What follows belongs to an exercise in optimizing a design on an open flow for small area and few clock cycles per item; a production flow would make more cautious choices. In this exercise RTL edits were held to simulation tests only and were not proved equivalent to the original. Power and IR drop assume default switching activity.

File: flow/config.mk
export PLATFORM = sky130hd
export DESIGN_NAME = dw_conv
export DESIGN_NICKNAME = dw_conv
export VERILOG_FILES = /design/flow/design.v
export SDC_FILE = /design/flow/constraint.sdc
export NUM_CORES = 4
export LEC_CHECK = 0
export CAP_MARGIN = 20
export CELL_PAD_IN_SITES_DETAIL_PLACEMENT = 2
export CELL_PAD_IN_SITES_GLOBAL_PLACEMENT = 2
export CORE_MARGIN = 2
export CORE_UTILIZATION = 35
export PLACE_DENSITY = 0.5
export SLEW_MARGIN = 20
File: flow/constraint.sdc
create_clock -name core_clock -period 6.0 [get_ports {clk}]
set_input_delay 1.2000 -clock core_clock [delete_from_list [all_inputs] [get_ports {clk}]]
set_output_delay 1.2000 -clock core_clock [all_outputs]
set_load 0.01 [all_outputs]
File: flow/design.v
package dw_pkg;
    localparam int DATA_W = 8;                   
    localparam int COEF_W = 8;                   
    localparam int ACC_W  = 20;                  
    localparam int CH_MAX = 8;                   
    typedef struct packed {
        logic [CH_MAX-1:0][DATA_W-1:0] smp;
    } pix_t;
    typedef struct packed {
        pix_t top;                               
        pix_t mid;                               
        pix_t bot;                               
    } col_t;
    typedef struct packed {
        col_t left;
        col_t centre;
        col_t right;
    } win_t;
    typedef struct packed {
        logic [CH_MAX-1:0][ACC_W-1:0] acc;       
    } res_t;
    typedef struct packed {
        logic [2:0]        ch;                   
        logic [3:0]        tap;                  
        logic [COEF_W-1:0] coef;                 
        logic              we;
    } wcfg_t;
    typedef enum logic [3:0] {
        t00 = 4'd0, t01 = 4'd1, t02 = 4'd2,
        t10 = 4'd3, t11 = 4'd4, t12 = 4'd5,
        t20 = 4'd6, t21 = 4'd7, t22 = 4'd8
    } tap_e;
    typedef enum logic [1:0] {
        mac_idle = 2'd0,
        mac_mult = 2'd1,
        mac_sum  = 2'd2
    } mac_state_e;
endpackage
`timescale 1ns/1ps
module dw_line_ram #(
    parameter int MAX_ROW_LEN = 64
) (
    input  logic                           clk,
    input  logic                           wr_en,
    input  logic [$clog2(MAX_ROW_LEN)-1:0] wr_addr,
    input  dw_pkg::pix_t                   wr_data,
    input  logic                           rd_en,
    input  logic [$clog2(MAX_ROW_LEN)-1:0] rd_addr,
    output dw_pkg::pix_t                   rd_data
);
    logic [dw_pkg::CH_MAX*dw_pkg::DATA_W-1:0] mem [MAX_ROW_LEN];   
    always_ff @(posedge clk) begin
        if (wr_en) begin
            mem[wr_addr] <= wr_data;
        end
    end
    always_ff @(posedge clk) begin
        if (rd_en) begin
            rd_data <= mem[rd_addr];             
        end
    end
endmodule
`timescale 1ns/1ps
module dw_row_buf #(
    parameter int MAX_ROW_LEN = 64
) (
    input  logic                             clk,
    input  logic                             rstn,
    input  logic                             advance,
    input  dw_pkg::pix_t                     pix_in,
    input  logic                             in_valid,
    input  logic [$clog2(MAX_ROW_LEN+1)-1:0] row_len,
    input  logic                             row_len_load,
    output dw_pkg::col_t                     col,
    output logic                             col_valid,
    output logic                             row_ok
);
    localparam int AW = $clog2(MAX_ROW_LEN);
    localparam int LW = $clog2(MAX_ROW_LEN + 1);
    logic          accept;
    logic          last_col;
    logic [AW-1:0] addr_q;                       
    logic [AW-1:0] wr2_addr_q;                   
    logic [1:0]    row_cnt_q;                    
    logic          col_valid_q;
    logic          row_ok_q;
    dw_pkg::pix_t  cur_q;
    dw_pkg::pix_t  row1_rd;
    dw_pkg::pix_t  row2_rd;
    assign accept   = advance & in_valid;
    assign last_col = (LW'(addr_q) == row_len - LW'(1));
    always_ff @(posedge clk or negedge rstn) begin
        if (!rstn) begin
            addr_q    <= '0;
            row_cnt_q <= '0;
        end else if (row_len_load) begin
            addr_q    <= '0;                     
            row_cnt_q <= '0;
        end else if (accept) begin
            if (last_col) begin
                addr_q <= '0;
                if (row_cnt_q != 2'd2) begin
                    row_cnt_q <= row_cnt_q + 2'd1;
                end
            end else begin
                addr_q <= addr_q + 1'b1;
            end
        end
    end
    always_ff @(posedge clk or negedge rstn) begin
        if (!rstn) begin
            col_valid_q <= 1'b0;
            row_ok_q    <= 1'b0;
        end else if (row_len_load) begin
            col_valid_q <= 1'b0;
            row_ok_q    <= 1'b0;
        end else if (advance) begin
            col_valid_q <= in_valid;             
            if (in_valid) begin
                row_ok_q <= (row_cnt_q == 2'd2);     
            end
        end
    end
    always_ff @(posedge clk) begin
        if (accept) begin
            cur_q      <= pix_in;
            wr2_addr_q <= addr_q;
        end
    end
    dw_line_ram #(.MAX_ROW_LEN(MAX_ROW_LEN)) row1_ram (
        .clk     (clk),
        .wr_en   (accept),
        .wr_addr (addr_q),
        .wr_data (pix_in),
        .rd_en   (accept),
        .rd_addr (addr_q),
        .rd_data (row1_rd)
    );
    dw_line_ram #(.MAX_ROW_LEN(MAX_ROW_LEN)) row2_ram (
        .clk     (clk),
        .wr_en   (accept),
        .wr_addr (wr2_addr_q),
        .wr_data (row1_rd),
        .rd_en   (accept),
        .rd_addr (addr_q),
        .rd_data (row2_rd)
    );
    assign col.top   = row2_rd;
    assign col.mid   = row1_rd;
    assign col.bot   = cur_q;
    assign col_valid = col_valid_q;
    assign row_ok    = row_ok_q;
endmodule
`timescale 1ns/1ps
module dw_window #(
    parameter int MAX_ROW_LEN = 64
) (
    input  logic                             clk,
    input  logic                             rstn,
    input  logic                             advance,
    input  dw_pkg::col_t                     col,
    input  logic                             col_valid,
    input  logic                             row_ok,
    input  logic [$clog2(MAX_ROW_LEN+1)-1:0] row_len,
    input  logic                             row_len_load,
    output dw_pkg::win_t                     win,
    output logic                             win_valid
);
    localparam int LW = $clog2(MAX_ROW_LEN + 1);
    logic          shift;
    logic [LW-1:0] col_cnt_q;                    
    logic [LW-1:0] col_cnt_d;
    logic          col_ge2_q;                    
    dw_pkg::col_t  left_q;
    dw_pkg::col_t  centre_q;
    assign shift = advance & col_valid;
    always_comb begin
        if (col_cnt_q == row_len - LW'(1)) begin
            col_cnt_d = '0;                      
        end else begin
            col_cnt_d = col_cnt_q + LW'(1);
        end
    end
    always_ff @(posedge clk or negedge rstn) begin
        if (!rstn) begin
            col_cnt_q <= '0;
            col_ge2_q <= 1'b0;
        end else if (row_len_load) begin
            col_cnt_q <= '0;
            col_ge2_q <= 1'b0;
        end else if (shift) begin
            col_cnt_q <= col_cnt_d;
            col_ge2_q <= (col_cnt_d >= LW'(2));
        end
    end
    always_ff @(posedge clk) begin
        if (shift) begin
            left_q   <= centre_q;
            centre_q <= col;
        end
    end
    assign win.left   = left_q;
    assign win.centre = centre_q;
    assign win.right  = col;
    assign win_valid = col_valid & row_ok & col_ge2_q;
endmodule
`timescale 1ns/1ps
module dw_weight_bank #(
    parameter int CH = 4
) (
    input  logic                                 clk,
    input  logic                                 rstn,
    input  dw_pkg::wcfg_t                        wcfg,
    output logic [CH-1:0][8:0][dw_pkg::COEF_W-1:0] coefs
);
    dw_pkg::tap_e wtap;
    logic         ch_ok;
    logic         tap_ok;
    logic         wr_ok;
    assign wtap   = dw_pkg::tap_e'(wcfg.tap);
    assign ch_ok  = (int'(wcfg.ch) < CH);        
    assign tap_ok = (wtap <= dw_pkg::t22);
    assign wr_ok  = wcfg.we & ch_ok & tap_ok;
    always_ff @(posedge clk or negedge rstn) begin
        if (!rstn) begin
            coefs <= '0;
        end else if (wr_ok) begin
            coefs[wcfg.ch][wcfg.tap] <= wcfg.coef;   
        end
    end
endmodule
`timescale 1ns/1ps
module dw_mac #(
    parameter int CH = 4
) (
    input  logic                                   clk,
    input  logic                                   rstn,
    input  logic                                   advance,
    input  dw_pkg::win_t                           win,
    input  logic                                   win_valid,
    input  logic [CH-1:0][8:0][dw_pkg::COEF_W-1:0] coefs,
    output dw_pkg::res_t                           res_out,
    output logic                                   out_valid
);
    localparam int PW = 2 * dw_pkg::DATA_W;      
    logic [dw_pkg::CH_MAX-1:0][dw_pkg::DATA_W-1:0] taps [9];
    logic [CH-1:0][8:0][PW-1:0] prod_d;
    logic [CH-1:0][8:0][PW-1:0] prod_q;
    dw_pkg::res_t           sum_d;
    dw_pkg::res_t           sum_q;
    dw_pkg::mac_state_e     mult_state_q;
    dw_pkg::mac_state_e     sum_state_q;
    logic                   mult_valid;
    logic                   sum_valid;
    always_comb begin
        taps[0] = win.left.top;
        taps[1] = win.centre.top;
        taps[2] = win.right.top;
        taps[3] = win.left.mid;
        taps[4] = win.centre.mid;
        taps[5] = win.right.mid;
        taps[6] = win.left.bot;
        taps[7] = win.centre.bot;
        taps[8] = win.right.bot;
    end
    always_comb begin
        for (int c = 0; c < CH; c++) begin
            for (int t = 0; t < 9; t++) begin
                prod_d[c][t] = $signed(taps[t][c]) * $signed(coefs[c][t]);
            end
        end
    end
    always_comb begin
        logic signed [dw_pkg::ACC_W-1:0] acc;
        sum_d = '0;                              
        for (int c = 0; c < CH; c++) begin
            acc = '0;
            for (int t = 0; t < 9; t++) begin
                acc = acc + $signed(prod_q[c][t]);
            end
            sum_d.acc[c] = acc;
        end
    end
    always_ff @(posedge clk or negedge rstn) begin
        if (!rstn) begin
            mult_state_q <= dw_pkg::mac_idle;
            sum_state_q  <= dw_pkg::mac_idle;
        end else if (advance) begin
            mult_state_q <= win_valid  ? dw_pkg::mac_mult : dw_pkg::mac_idle;
            sum_state_q  <= mult_valid ? dw_pkg::mac_sum  : dw_pkg::mac_idle;
        end
    end
    assign mult_valid = (mult_state_q == dw_pkg::mac_mult);
    assign sum_valid  = (sum_state_q == dw_pkg::mac_sum);
    always_ff @(posedge clk) begin
        if (advance) begin
            if (win_valid) begin
                prod_q <= prod_d;                
            end
            if (mult_valid) begin
                sum_q <= sum_d;                  
            end
        end
    end
    assign res_out   = sum_q;
    assign out_valid = sum_valid;
endmodule
`timescale 1ns/1ps
module dw_conv_top #(
    parameter int CH          = 4,
    parameter int MAX_ROW_LEN = 64
) (
    input  logic                             clk,
    input  logic                             rstn,
    input  dw_pkg::pix_t                     pix_in,
    input  logic                             in_valid,
    output logic                             in_ready,
    output dw_pkg::res_t                     res_out,
    output logic                             out_valid,
    input  logic                             out_ready,
    input  logic [$clog2(MAX_ROW_LEN+1)-1:0] row_len,
    input  logic                             row_len_load,
    input  dw_pkg::wcfg_t                    wcfg
);
    logic                                   advance;
    dw_pkg::col_t                           col;
    logic                                   col_valid;
    logic                                   row_ok;
    dw_pkg::win_t                           win;
    logic                                   win_valid;
    logic [CH-1:0][8:0][dw_pkg::COEF_W-1:0] coefs;
    assign advance  = ~out_valid | out_ready;
    assign in_ready = advance;
    dw_row_buf #(.MAX_ROW_LEN(MAX_ROW_LEN)) dw_row_buf_inst (
        .clk          (clk),
        .rstn         (rstn),
        .advance      (advance),
        .pix_in       (pix_in),
        .in_valid     (in_valid),
        .row_len      (row_len),
        .row_len_load (row_len_load),
        .col          (col),
        .col_valid    (col_valid),
        .row_ok       (row_ok)
    );
    dw_window #(.MAX_ROW_LEN(MAX_ROW_LEN)) dw_window_inst (
        .clk          (clk),
        .rstn         (rstn),
        .advance      (advance),
        .col          (col),
        .col_valid    (col_valid),
        .row_ok       (row_ok),
        .row_len      (row_len),
        .row_len_load (row_len_load),
        .win          (win),
        .win_valid    (win_valid)
    );
    dw_weight_bank #(.CH(CH)) dw_weight_bank_inst (
        .clk   (clk),
        .rstn  (rstn),
        .wcfg  (wcfg),
        .coefs (coefs)
    );
    dw_mac #(.CH(CH)) dw_mac_inst (
        .clk       (clk),
        .rstn      (rstn),
        .advance   (advance),
        .win       (win),
        .win_valid (win_valid),
        .coefs     (coefs),
        .res_out   (res_out),
        .out_valid (out_valid)
    );
endmodule
`timescale 1ns/1ps
module dw_conv (
    input  logic        clk,
    input  logic        rstn,
    input  logic [31:0] pix_in,
    input  logic        in_valid,
    output logic        in_ready,
    output logic [79:0] res_out,
    output logic        out_valid,
    input  logic        out_ready,
    input  logic [6:0]  row_len,
    input  logic        row_len_load,
    input  logic        wcfg_we,
    input  logic [2:0]  wcfg_ch,
    input  logic [3:0]  wcfg_tap,
    input  logic [7:0]  wcfg_coef
);
    dw_pkg::pix_t  pix;
    dw_pkg::res_t  res;
    dw_pkg::wcfg_t wcfg;
    assign pix.smp    = {32'd0, pix_in};         
    assign wcfg.ch    = wcfg_ch;
    assign wcfg.tap   = wcfg_tap;
    assign wcfg.coef  = wcfg_coef;
    assign wcfg.we    = wcfg_we;
    assign res_out    = res.acc[3:0];
    dw_conv_top #(.CH(4), .MAX_ROW_LEN(64)) dw_conv_top_inst (
        .clk          (clk),
        .rstn         (rstn),
        .pix_in       (pix),
        .in_valid     (in_valid),
        .in_ready     (in_ready),
        .res_out      (res),
        .out_valid    (out_valid),
        .out_ready    (out_ready),
        .row_len      (row_len),
        .row_len_load (row_len_load),
        .wcfg         (wcfg)
    );
endmodule
File: flow/run.sh
#!/bin/bash
# synth_recipe.tcl (not shown) runs the flow's synth.tcl, then flattens the netlist and writes it again
# the make line also repeats each setting of config.mk as NAME=value (left out here)
make -C /OpenROAD-flow-scripts/flow DESIGN_CONFIG=/design/flow/config.mk WORK_HOME=/design/flow/orfs CLKGATE_MAP_FILE= SYNTH_SCRIPT=/design/flow/synth_recipe.tcl finish
==> impl_metrics.py <==
metrics = {
    "die": {
        "die-area_um2": 859000,
        "core_area_um2": 848000,
        "ioPinCount": 142,
        "rows": 338,
        "initial_core_util": 0.351,
        "die_y_um": 927,
        "die_w_um": 927,
    },
    "synth": {
        "synth_fp_nets": 25000,
        "synth_edf_count": 5046,
        "synth_top_area_frac": 0.509,
        "synth_cells": 21300,
        "synth.area.top_cells": "edfxtp_1 51%, fa_1 16%, ha_1 4.8%",
        "netlist_area_um2": 298000,
        "yosys_warnings": 6,
        "synth_seq_cells": 5354,
        "ys_types": 89,
        "async_flop_share": 0.0575,
        "synth_flop_cell": "edfxtp_1",
        "yosysTopAreaCell": "edfxtp_1",
        "ys_seq_area_frac": 0.534,
        "syn-mean-instance-area_um2": 14.0,
    },
    "route": {
        "drt-vias-per-instance": 5.39,
        "vias": 184000,
        "first_pass_iters": 8,
        "remaining_drc_errors": 0,
        "routed_wirelength_mm": 1140,
        "wire_per_inst_um": 33.5,
        "ant_nets": 0,
        "dr.first_iter.drc_count": 15700,
    },
    "global_routing": {
        "gr-total-overflow": 0,
        "grt_max_degree": 107,
        "grt_pass1_vias": 201000,
        "grt_use_total": 0.262,
        "grt_pass1_wl_mm": 1610,
        "grt_antenna_before_repair": 124,
    },
    "layout": {
        "fin_util": 0.402,
        "area_growth_pct": 14.3,
        "n_fill_cell": 83600,
        "drive_gt1_frac": 0.116,
        "fin_nets": 25900,
        "layout_common_cells": "5046 x edfxtp_1, 3012 x inv_1, 2440 x fa_1, 1467 x and2_1, 1140 x ha_1",
        "final_common_cell": "edfxtp_1",
    },
    "clock_network": {
        "root_buffer": "clkbuf_16",
        "cts_buffers": 637,
        "clock_path_buffers": 4,
        "post-cts-setup-buffer-count": 0,
        "clk_latency_ns": 1.17,
        "cts_tree": "yes",
        "cts_max_level": 6,
        "clock-sinks": 5354,
        "clk_pin_slew_ns": 0.06,
    },
    "worst_setup_path": {
        "rr_endpoint": "dw_conv_top_inst.dw_mac_inst.sum_q[39]",
        "critical_path_buf_inv_count": 7,
        "crit_family": "buffers and inverters",
        "critPathMaxFanout": 9,
        "r2r_slack_ns": 0.52,
        "crit_top_cell": "buf_4",
        "slowest_stage": "nor4_4",
        "cp.required_ns": 6.99,
        "crit_type": "input pin to flop",
        "arrival_ns": 6.61,
        "cp-end-kind": "flop",
        "crit_chain": "clkdlybuf4s50_1, inv_1, ha_1, ha_1, nor2b_1, o21ai_0, buf_4, nand2_1, a21oi_1, o21bai_1, ha_1, or3b_1, a311oi_2, buf_4, nand3_2, buf_4, nor4_4, buf_4, buf_4, nand2_1, a22o_1",
        "worst_setup_path_start_kind": "input pin",
        "r2r-start": "dw_conv_top_inst.dw_mac_inst.prod_q[147]",
        "ff2ff_path_depth": 13,
        "slowest_delay_ns": 0.62,
    },
    "sta": {
        "rsz0062_at_grt": "no",
        "timing.final.crit_period_ns": 5.62,
        "hold_slack_ns": 0.361,
        "skew_ns": 0.128,
        "setup_viol": 0,
        "slew_headroom": 0.167,
        "finalMaxSlewViolations": 0,
        "tightest_slew_ns": 1.25,
        "fin_crit_sh": 0.937,
        "fmax_mhz": 178,
        "finalHoldViolCount": 0,
        "setup_ws_ns": 0.380,
    },
    "pwr": {
        "power_leakage_nw": 129,
        "vdd_ir_drop_max_mv": 0.322,
        "power_density_nw_per_um2": 280,
    },
    "place": {
        "finalWeightedCongestion": 0.788,
        "dp_slack_ns": -1.06,
        "dpl.hpwl_mm": 798,
        "port_buffers": 141,
    },
    "run": {
        "max_cap_viol_count": 0,
    },
    "hold_path": {
        "whs_endpoint": "dw_conv_top_inst.dw_row_buf_inst.cur_q[25]",
        "min_path_type": "input pin to flop",
        "whs_path_depth": 1,
        "hp-start": "pix_in[25]",
    },
    "outcome": {
        "outcome": "timing/DRC/antenna clean",
    },
}
cells in the mapped netlist (all sizes together), types with 26 or more instances:
cell type	count
dfrtp	308
nand2b	273
nand2	1002
a211oi	26
nor3	116
inv	3016
nor2	728
a21boi	36
xnor2	525
fa	2440
a21o	96
a221oi	499
ha	1141
nor4	26
a22o	141
mux2	474
clkbuf	390
a22oi	445
edfxtp	5046
a31oi	47
or3	52
or4	39
nand3	100
mux2i	418
o221ai	29
and3	38
buf	294
nand4	46
nor2b	108
xor2	88
mux4	216
and2	1475
a221o	58
o22ai	160
o211ai	49
o21ai	496
o21a	49
a21oi	507
cell families after synthesis:
| group | Yosys count | share of synthesized area |
|---|---|---|
| buf+inv | 3704 | 0.0475 |
| flops | 5354 | 0.534 |
| simple gates | 4085 | 0.0711 |
| mux | 1108 | 0.0484 |
| fa+ha+maj | 3581 | 0.212 |
| xor+xnor | 619 | 0.0185 |
| compound gates | 2888 | 0.0682 |
timing repair:
item                       in CTS  in global routing
hold buffers                    1                  0
hold endpoints to repair       10                  0
setup endpoints to repair       0                 21
resized for setup               0                  2
layout make-up:
cell class | count | area (µm²) | area share
Tap cell | 11200 | 14000 | 0.0412
Antenna cell | 56 | 140 | 0.000411
Sequential cell | 5354 | 159000 | 0.468
Inverter | 3020 | 11400 | 0.0334
Clock buffer | 809 | 17000 | 0.0500
Multi-Input combinational cell | 12300 | 126000 | 0.370
Timing Repair Buffer | 937 | 9340 | 0.0274
Clock inverter | 355 | 3530 | 0.0104
power by group:
part           total (mW)  switching [mW]  internal (mW)  leakage, nW
registers            42.9           0.862           42.0         50.3
clock network        38.9            17.0           21.9         9.97
logic                13.7            9.38           4.31         68.7
total                95.5            27.2           68.3          129
flip-flops by register name, summed over array words and instances, names as in the netlist:
signal and cells:
dw_conv_top_inst.dw_window_inst.col_cnt_q 7, dw_conv_top_inst.dw_mac_inst.sum_state_q 1, dw_conv_top_inst.dw_row_buf_inst.row_cnt_q 2, dw_conv_top_inst.dw_row_buf_inst.row2_ram.rd_data 32, dw_conv_top_inst.dw_weight_bank_inst.coefs 288, dw_conv_top_inst.dw_row_buf_inst.col_valid_q 1
dw_conv_top_inst.dw_row_buf_inst.row2_ram.mem 2048, dw_conv_top_inst.dw_row_buf_inst.row1_ram.mem 2048, dw_conv_top_inst.dw_row_buf_inst.wr2_addr_q 6, dw_conv_top_inst.dw_row_buf_inst.row_ok_q 1, dw_conv_top_inst.dw_window_inst.left_q 96, dw_conv_top_inst.dw_mac_inst.mult_state_q 1
dw_conv_top_inst.dw_mac_inst.prod_q 576, dw_conv_top_inst.dw_mac_inst.sum_q 80, dw_conv_top_inst.dw_row_buf_inst.addr_q 6, dw_conv_top_inst.dw_row_buf_inst.cur_q 32, dw_conv_top_inst.dw_window_inst.col_ge2_q 1, dw_conv_top_inst.dw_window_inst.centre_q 96
dw_conv_top_inst.dw_row_buf_inst.row1_ram.rd_data 32
per-stage QoR:
| stage | setup TNS [ns] | std cells | power, mW | area [µm²] |
|---|---|---|---|---|
| 2_1_floorplan | -2981.85 | 21300 | 50.3 | 298000 |
| 3_3_place_gp | -128.86 | 32800 | 57.3 | 320000 |
| 6_report | 0 | 34000 | 95.5 | 341000 |
| 3_5_place_dp | -116.91 | 32800 | 57.5 | 320000 |
| 4_1_cts | 0 | 34000 | 96.5 | 340000 |
| 5_1_grt | 0 | 34000 | 98.6 | 340000 |
metal layers:
metal  up-vias  GRT usage  part of all wire
li1      76900          -                 -
met3      1130     0.0248             0.047
met1    101000      0.375              0.45
met2      4495      0.437              0.48
met5         -          0           0.00011
met4        18     0.0569             0.024
worst max path at each step:
stage | startpoint | end | slack (ns) | depth (start not counted)
after floorplan | out_ready | dw_conv_top_inst.dw_mac_inst.prod_q[0] | -5.17 | 6
after global placement | wcfg_ch[2] | dw_conv_top_inst.dw_weight_bank_inst.coefs[117] | -1.10 | 21
after detailed placement | wcfg_ch[2] | dw_conv_top_inst.dw_weight_bank_inst.coefs[118] | -1.06 | 21
after CTS | wcfg_ch[2] | dw_conv_top_inst.dw_weight_bank_inst.coefs[112] | 0.12 | 21
after global routing | wcfg_ch[2] | dw_conv_top_inst.dw_weight_bank_inst.coefs[79] | 0.26 | 21
final | wcfg_ch[2] | dw_conv_top_inst.dw_weight_bank_inst.coefs[79] | 0.38 | 21
Testbench counts, summed over its fixed seeds: cycles 34,866, items 26,996.

afterwards: timing with drivers on the ports:
The flow's constraints put no driver on any port. The routed layout listed below was extracted and timed again, unchanged, in two steps.
Step 1 (the two cells are an assumption about what drives the block):
set clk [get_ports {clk}]
set_driving_cell -lib_cell sky130_fd_sc_hd__clkbuf_16 $clk
set_driving_cell -lib_cell sky130_fd_sc_hd__buf_2 [delete_from_list [all_inputs] $clk]
Step 2 adds t to the input delays and takes it off the output delays; t is the mean of the earliest and latest rising clock arrival at the registers after step 1. Input paths then give back, and output paths get back, about the clock's delay inside the block.
Slacks: ideal ports / drivers / drivers and shift; pairs: ideal ports / drivers.
t (ns): 1.279
slack for setup (ns): 0.380 / 0.517 / -0.762
hold WS [ns]: 0.361 / 0.247 / 0.502
worst register clock-pin slew, ns: 0.08 / 0.08
pins driven straight from the clock port: 1
Met with ideal ports but missed after step 2: setup timing in this run. For this run, drivers alone change the setup slack by +0.137 ns; drivers and shift together by -1.142 ns.
